This design comes from an exercise in tuning for small area, a short achievable clock period and few clock cycles per item on the open sky130 flow, not from production work.
Function was checked by simulation only, so behaviour that the tests miss may differ from the original.
Power is estimated from default activity; no workload was simulated.

$ cat design/flow/run.sh
#!/bin/bash
# synth_recipe.tcl (not shown) runs the flow's synth.tcl, then flattens the netlist and writes it again
# the make line also repeats each setting of config.mk as NAME=value (left out here)
make -C /OpenROAD-flow-scripts/flow DESIGN_CONFIG=/design/flow/config.mk WORK_HOME=/design/flow/orfs CLKGATE_MAP_FILE= SYNTH_SCRIPT=/design/flow/synth_recipe.tcl finish
$ cat design/flow/config.mk
export PLATFORM = sky130hd
export DESIGN_NAME = stp_state_manager
export DESIGN_NICKNAME = stp_state_manager
export VERILOG_FILES = /design/flow/design.v
export SDC_FILE = /design/flow/constraint.sdc
export NUM_CORES = 4
export LEC_CHECK = 0
export CAP_MARGIN = 20
export CORE_MARGIN = 2
export CORE_UTILIZATION = 40
export SLEW_MARGIN = 20
$ cat design/flow/constraint.sdc
create_clock -name core_clock -period 7.0 [get_ports {clk}]
set_input_delay 1.4000 -clock core_clock [delete_from_list [all_inputs] [get_ports {clk}]]
set_output_delay 1.4000 -clock core_clock [all_outputs]
set_load 0.01 [all_outputs]
$ cat design/flow/design.v
package stp_pkg;
  localparam int STP_DATA_WIDTH   = 18;
  localparam int STP_WEIGHT_WIDTH = 16;
  localparam int STP_N_SYN        = 64;
  localparam int STP_TIME_WIDTH   = 16;
  localparam int STP_U_BASE       = 64;
  localparam int STP_R_TARGET     = 256;
  localparam int STP_TAU_U_SHIFT  = 3;
  localparam int STP_TAU_R_SHIFT  = 3;
  localparam int STP_MAX_STEPS    = 16;
  typedef struct packed {
    logic signed [STP_DATA_WIDTH-1:0] u;
    logic signed [STP_DATA_WIDTH-1:0] r;
    logic [STP_TIME_WIDTH-1:0]        last_t;
  } stp_state_t;
  typedef logic [2:0] fsm_state_e;
  localparam fsm_state_e ST_INIT  = 3'd0;
  localparam fsm_state_e ST_IDLE  = 3'd1;
  localparam fsm_state_e ST_READ  = 3'd2;
  localparam fsm_state_e ST_DECAY = 3'd3;
  localparam fsm_state_e ST_EVAL  = 3'd4;
  localparam fsm_state_e ST_WRITE = 3'd5;
endpackage
module stp_state_ram #(
  parameter int DEPTH  = 64,
  parameter int WIDTH  = 52,
  parameter int ADDR_W = $clog2(DEPTH)
) (
  input  logic              clk,
  input  logic              we,
  input  logic [ADDR_W-1:0] addr,
  input  logic [WIDTH-1:0]  wdata,
  output logic [WIDTH-1:0]  rdata
);
  logic [WIDTH-1:0] mem [DEPTH];
  always_ff @(posedge clk) begin
    if (we) begin
      mem[addr] <= wdata;
    end
    rdata <= mem[addr];
  end
endmodule
module stp_state_manager #(
  parameter int DATA_WIDTH   = stp_pkg::STP_DATA_WIDTH,
  parameter int WEIGHT_WIDTH = stp_pkg::STP_WEIGHT_WIDTH,
  parameter int N_SYN        = stp_pkg::STP_N_SYN,
  parameter int TIME_WIDTH   = stp_pkg::STP_TIME_WIDTH,
  parameter int U_BASE       = stp_pkg::STP_U_BASE,
  parameter int R_TARGET     = stp_pkg::STP_R_TARGET,
  parameter int TAU_U_SHIFT  = stp_pkg::STP_TAU_U_SHIFT,
  parameter int TAU_R_SHIFT  = stp_pkg::STP_TAU_R_SHIFT,
  parameter int MAX_STEPS    = stp_pkg::STP_MAX_STEPS
) (
  input  logic                     clk,
  input  logic                     rst_n,
  input  logic                     tick,
  input  logic                     req_valid,
  output logic                     req_ready,
  input  logic [$clog2(N_SYN)-1:0] req_syn_id,
  input  logic                     req_spike,
  input  logic [WEIGHT_WIDTH-1:0]  req_weight,
  output logic                     stp_spike,
  output logic [DATA_WIDTH-1:0]    stp_u_decayed,
  output logic [DATA_WIDTH-1:0]    stp_R_decayed,
  output logic [WEIGHT_WIDTH-1:0]  stp_weight,
  input  logic [DATA_WIDTH-1:0]    stp_u_in,
  input  logic [DATA_WIDTH-1:0]    stp_R_in,
  input  logic [WEIGHT_WIDTH-1:0]  stp_efficacy_in,
  output logic                     resp_valid,
  output logic [$clog2(N_SYN)-1:0] resp_syn_id,
  output logic [DATA_WIDTH-1:0]    resp_u,
  output logic [DATA_WIDTH-1:0]    resp_R,
  output logic [WEIGHT_WIDTH-1:0]  resp_efficacy
);
  localparam int ID_W    = $clog2(N_SYN);
  localparam int ENTRY_W = 2 * DATA_WIDTH + TIME_WIDTH;
  localparam logic signed [DATA_WIDTH-1:0] U_BASE_V   = DATA_WIDTH'(U_BASE);
  localparam logic signed [DATA_WIDTH-1:0] R_TARGET_V = DATA_WIDTH'(R_TARGET);
  localparam logic [ID_W-1:0]              LAST_ID    = ID_W'(N_SYN - 1);
  localparam logic [TIME_WIDTH-1:0]        MAX_STEPS_V = TIME_WIDTH'(MAX_STEPS);
  stp_pkg::fsm_state_e                    state_q;
  logic [TIME_WIDTH-1:0]         t_now;
  logic [TIME_WIDTH-1:0]         t_cap;
  logic [TIME_WIDTH-1:0]         steps_q;
  logic [ID_W-1:0]               init_idx;
  logic [ID_W-1:0]               id_q;
  logic                          spike_q;
  logic [WEIGHT_WIDTH-1:0]       weight_q;
  logic signed [DATA_WIDTH-1:0]  u_q;
  logic signed [DATA_WIDTH-1:0]  r_q;
  logic [DATA_WIDTH-1:0]         u_cap;
  logic [DATA_WIDTH-1:0]         r_cap;
  logic [WEIGHT_WIDTH-1:0]       eff_cap;
  logic                          resp_valid_q;
  logic                          ram_we;
  logic [ID_W-1:0]               ram_addr;
  logic [ENTRY_W-1:0]            ram_wdata;
  logic [ENTRY_W-1:0]            ram_rdata;
  logic signed [DATA_WIDTH-1:0]  rd_u;
  logic signed [DATA_WIDTH-1:0]  rd_r;
  logic [TIME_WIDTH-1:0]         rd_t;
  logic [TIME_WIDTH-1:0]         elapsed;
  logic signed [DATA_WIDTH-1:0]  u_diff;
  logic signed [DATA_WIDTH-1:0]  r_diff;
  logic signed [DATA_WIDTH-1:0]  u_step;
  logic signed [DATA_WIDTH-1:0]  r_step;
  stp_state_ram #(
    .DEPTH (N_SYN),
    .WIDTH (ENTRY_W),
    .ADDR_W(ID_W)
  ) u_ram (
    .clk  (clk),
    .we   (ram_we),
    .addr (ram_addr),
    .wdata(ram_wdata),
    .rdata(ram_rdata)
  );
  assign rd_u = ram_rdata[ENTRY_W-1 -: DATA_WIDTH];
  assign rd_r = ram_rdata[TIME_WIDTH +: DATA_WIDTH];
  assign rd_t = ram_rdata[TIME_WIDTH-1:0];
  assign elapsed = t_cap - rd_t;
  assign u_diff = U_BASE_V - u_q;
  assign r_diff = R_TARGET_V - r_q;
  assign u_step = u_q + (u_diff >>> TAU_U_SHIFT);
  assign r_step = r_q + (r_diff >>> TAU_R_SHIFT);
  always_comb begin
    ram_we    = 1'b0;
    ram_addr  = req_syn_id;
    ram_wdata = {u_cap, r_cap, t_cap};
    case (state_q)
      stp_pkg::ST_INIT: begin
        ram_we    = rst_n;
        ram_addr  = init_idx;
        ram_wdata = {U_BASE_V, R_TARGET_V, {TIME_WIDTH{1'b0}}};
      end
      stp_pkg::ST_WRITE: begin
        ram_we   = rst_n;
        ram_addr = id_q;
      end
      default: ;
    endcase
  end
  always_ff @(posedge clk) begin
    if (!rst_n) begin
      state_q      <= stp_pkg::ST_INIT;
      t_now        <= '0;
      t_cap        <= '0;
      steps_q      <= '0;
      init_idx     <= '0;
      id_q         <= '0;
      spike_q      <= 1'b0;
      weight_q     <= '0;
      u_q          <= '0;
      r_q          <= '0;
      u_cap        <= '0;
      r_cap        <= '0;
      eff_cap      <= '0;
      resp_valid_q <= 1'b0;
    end else begin
      if (tick) begin
        t_now <= t_now + TIME_WIDTH'(1);
      end
      resp_valid_q <= 1'b0;
      case (state_q)
        stp_pkg::ST_INIT: begin
          init_idx <= init_idx + ID_W'(1);
          if (init_idx == LAST_ID) begin
            init_idx <= '0;
            state_q  <= stp_pkg::ST_IDLE;
          end
        end
        stp_pkg::ST_IDLE: begin
          if (req_valid) begin
            id_q     <= req_syn_id;
            spike_q  <= req_spike;
            weight_q <= req_weight;
            t_cap    <= t_now;
            state_q  <= stp_pkg::ST_READ;
          end
        end
        stp_pkg::ST_READ: begin
          u_q     <= rd_u;
          r_q     <= rd_r;
          steps_q <= elapsed;
          if (elapsed == '0) begin
            state_q <= stp_pkg::ST_EVAL;
          end else if (elapsed >= MAX_STEPS_V) begin
            u_q     <= U_BASE_V;
            r_q     <= R_TARGET_V;
            state_q <= stp_pkg::ST_EVAL;
          end else begin
            state_q <= stp_pkg::ST_DECAY;
          end
        end
        stp_pkg::ST_DECAY: begin
          u_q     <= u_step;
          r_q     <= r_step;
          steps_q <= steps_q - TIME_WIDTH'(1);
          if (steps_q == TIME_WIDTH'(1)) begin
            state_q <= stp_pkg::ST_EVAL;
          end
        end
        stp_pkg::ST_EVAL: begin
          u_cap   <= stp_u_in;
          r_cap   <= stp_R_in;
          eff_cap <= stp_efficacy_in;
          state_q <= stp_pkg::ST_WRITE;
        end
        stp_pkg::ST_WRITE: begin
          resp_valid_q <= 1'b1;
          state_q      <= stp_pkg::ST_IDLE;
        end
        default: state_q <= stp_pkg::ST_INIT;
      endcase
    end
  end
  assign req_ready     = (state_q == stp_pkg::ST_IDLE);
  assign stp_u_decayed = u_q;
  assign stp_R_decayed = r_q;
  assign stp_spike     = (state_q == stp_pkg::ST_EVAL) && spike_q;
  assign stp_weight    = (state_q == stp_pkg::ST_EVAL) ? weight_q : '0;
  assign resp_valid    = resp_valid_q;
  assign resp_syn_id   = id_q;
  assign resp_u        = u_cap;
  assign resp_R        = r_cap;
  assign resp_efficacy = eff_cap;
endmodule
==> results.yml <==
sta:
  max_freq_mhz: 175
  finalSetupTns_ns: 0
  hold_viol_final: 0
  fin_crit_sh: 0.817
  setup_viol: 0
  worst_slew_pin_slew_ns: 1.27
  holdWs_ns: 0.450
  min_period_ns: 5.72
  post-route-worst-setup-slack_ns: 1.28
  max_slew_margin: 0.150
  finalClockSkew_ns: 0.116
  rsz0062_at_grt: "no"
  slew_violations: 0
route:
  viasPerCell: 6.53
  drt.antenna.violating_nets: 0
  first_pass_iters: 9
  dr.first_iter.drc_count: 16300
  routedWlPerCell_um: 37.1
  vias: 88100
  totalWireLength_mm: 501
  drc: 0
logic_synthesis:
  ys_warn_count: 2
  yosys.cell_types.count: 82
  yosys.area.top_type: "edfxtp_1"
  synth-seq-cells: 3549
  yosysSeqAreaShare: 0.781
  ys.flop_type: "edfxtp_1"
  synth_edf_count: 3328
  synth.area.top_cells: "edfxtp_1 75%, a22oi_1 5.9%, dfxtp_1 3.3%, nand2_1 2.4%, a21oi_1 1.8%"
  synth_area_um2: 134000
  synth_nets: 8539
  synthCells: 8406
  async_flop_share: 0
  synth_top_area_share: 0.748
  syn_area_per_cell_um2: 15.9
worst_hold_path:
  hold_end: "weight_q[0]"
  min_path_cells: 2
  timing.hold.worst.start: "weight_q[0]"
  hold_class: "reg2reg"
cts:
  hold_buffers: 0
  root_buffer: "clkbuf_16"
  cts_setup_buffers: 0
  cts_tree: "done"
  cts_made_buffers: 353
  clk_pin_slew_worst_paths_ns: 0.06
  cts.path.max_buffers: 4
  cts_resized: 0
  h-tree-depth: 5
  clk_latency_ns: 0.96
  cts_sinks: 3549
die:
  die_x_um: 582
  die-height_um: 582
  num_io_pins: 192
  core_area_um2: 333000
  dieArea_um2: 339000
  initial_core_util: 0.401
  rows: 212
place:
  portBuffers: 191
  place_congestion: 0.881
  dp.final_hpwl_mm: 274
  post-place-ws_ns: 0.941
layout:
  final_cell_mix: "3328 x edfxtp_1, 1048 x a22oi_1, 864 x nand2_1, 481 x a21oi_1, 356 x clkbuf_16"
  fillCellCount: 28100
  drive_gt1_frac: 0.121
  final_nets: 8942
  syn_to_final_growth_pct: 16.6
  utilization: 0.468
  final_common_cell: "edfxtp_1"
critical_path:
  crit_path_start_kind: "register"
  ff2ff_path_depth: 10
  crit_type: "reg2reg"
  rr_endpoint: "u_ram.rdata[46]"
  critPathMostFrequentCell: "buf_4"
  worstPathArrival_ns: 6.46
  crit_fanout: 22
  r2r_start: "state_q[2]"
  cp_slowest_stage_delay_ns: 1.04
  reg2reg_slack_ns: 1.28
  path_delay_family: "simple AND/OR/NAND/NOR gates"
  crit_buf_inv: 3
  path_cells: "clkinv_1 > nand3_1 > o221a_2 > nor2_1 > buf_4 > nand2_4 > buf_4 > a31oi_1 > nor4_1 > o211ai_1"
  end_kind: "register"
  cp.required_ns: 7.74
  crit_slowest_cell: "dfxtp_1"
grt:
  grt_util_all_layers: 0.286
  antenna_found_initial: 39
  first_global_vias: 82800
  grt_pass1_wl_mm: 679
  grt_max_degree: 114
  grt_overflow_total: 0
power:
  power_density_nw_per_um2: 286
  leakagePower_nw: 47.3
  finalPower_w: 0.0445
  ir_drop_uv: 192
job:
  drv_cap: 0
status:
  status: "finished clean"
## cell usage after synthesis, drive strengths merged (16+ instances only)
| cell type | instances |
|---|---|
| o21ai | 211 |
| a221o | 17 |
| a21o | 18 |
| buf | 264 |
| a211oi | 66 |
| a21oi | 481 |
| nor3 | 45 |
| edfxtp | 3328 |
| and2 | 25 |
| a41oi | 97 |
| a221oi | 116 |
| a222oi | 33 |
| nor2b | 55 |
| nor4 | 33 |
| xnor2 | 47 |
| dfxtp | 221 |
| o22ai | 22 |
| nand3 | 186 |
| o2bb2ai | 22 |
| a22o | 63 |
| ha | 53 |
| mux2 | 27 |
| a31oi | 97 |
| mux2i | 100 |
| o211ai | 26 |
| inv | 34 |
| nor2 | 192 |
| nand2 | 869 |
| clkbuf | 275 |
| nand2b | 16 |
| xor2 | 33 |
| nand4 | 86 |
| a22oi | 1048 |
| and3 | 19 |
## routing by layer
layer	GRT usage	share of wire
met2	0.439	0.45
met3	0.0868	0.15
met4	0.131	0.052
met5	0	0.00036
met1	0.374	0.36
## metrics by stage
stage	instance area, um^2	std cells
after floorplan	134000	8406
after global placement	144000	12800
after detailed placement	144000	12800
after CTS	156000	13500
after global routing	156000	13500
final	156000	13500
## sequential cells by signal (all words and copies together), names as in the netlist
signal,flops
u_ram.mem,3328
u_ram.rdata,52
r_cap,18
r_q,18
u_cap,18
u_q,18
eff_cap,16
steps_q,16
t_cap,16
t_now,16
weight_q,16
id_q,6
init_idx,6
state_q,3
resp_valid_q,1
spike_q,1
## cell families (layout without fill, tap and decap cells)
kind of cell	count (synthesis)	after routing	synth area share
DFF	3549	3549	0.781
AOI/OAI and AO/OA	2450	2450	0.129
and+or+nand+nor	1571	1571	0.0524
buffers and inverters	575	1259	0.0175
muxes	127	127	0.00977
xor gates and xnor gates	80	80	0.00525
adders and majority gates	54	54	0.00511
other	0	16	0
## final cells by class
| type | count | area (um^2) | share of cell area |
|---|---|---|---|
| Sequential cell | 3549 | 104000 | 0.670 |
| Antenna cell | 16 | 40.0 | 0.000257 |
| Clock inverter | 170 | 1670 | 0.0107 |
| Inverter | 36 | 138 | 0.000884 |
| Multi-Input combinational cell | 4282 | 28100 | 0.181 |
| Clock buffer | 466 | 9600 | 0.0617 |
| Timing Repair Buffer | 587 | 6280 | 0.0403 |
| Tap cell | 4387 | 5490 | 0.0353 |
## power breakdown
| group | internal, W | switching [W] |
|---|---|---|
| clock | 0.0106 | 0.00820 |
| combinational | 0.000773 | 0.00174 |
| sequential | 0.0230 | 0.000240 |
| total | 0.0343 | 0.0102 |
## worst max path at each step
stage / startpoint / endpoint / slack, ns / depth (start not counted)
6_report: state_q[2] / u_ram.rdata[46] / 1.28 / 10
3_3_place_gp: req_syn_id[1] / u_ram.rdata[9] / 0.17 / 12
2_1_floorplan: req_syn_id[2] / u_ram.mem[10][0] / 1.06 / 10
5_1_grt: state_q[2] / u_ram.rdata[14] / 1.17 / 10
4_1_cts: state_q[2] / stp_weight[1] / 1.43 / 5
3_5_place_dp: req_syn_id[0] / u_ram.rdata[46] / 0.94 / 12
## worst min-delay path, cell delays in order (launching register included)
cell     delay [ns]
dfxtp_1        0.30
nand2_1        0.05
a21oi_1        0.05
Testbench counts, summed over its fixed seeds: cycles 95,203, requests 12,000.

## what the ideal ports hide
In the flow no input, the clock included, has a driving cell. The finished layout below was timed again as built, in two steps. Step 1: set_driving_cell puts a clkbuf_16 on clk and a buf_2 on each other input, an assumption about the parent block. Step 2 moves the port delays by t, midway between the first and last clock arrival at a register: inputs arrive t later, outputs are due t later. That takes back most of the time a late clock gives input paths. Slacks: ideal / step 1 / step 2; pairs: ideal / step 1.
t (ns): 1.012
setup WS [ns]: 1.282 / 1.282 / 0.663
worst setup path at the end: input to register
slew at the worst register clock pin (ns): 0.07 / 0.07
worst data-port slew with drivers (ns): 0.14
After both steps setup and hold are still met in this run. For this run, drivers alone change the setup slack by 0.000 ns; drivers and shift together by -0.619 ns.
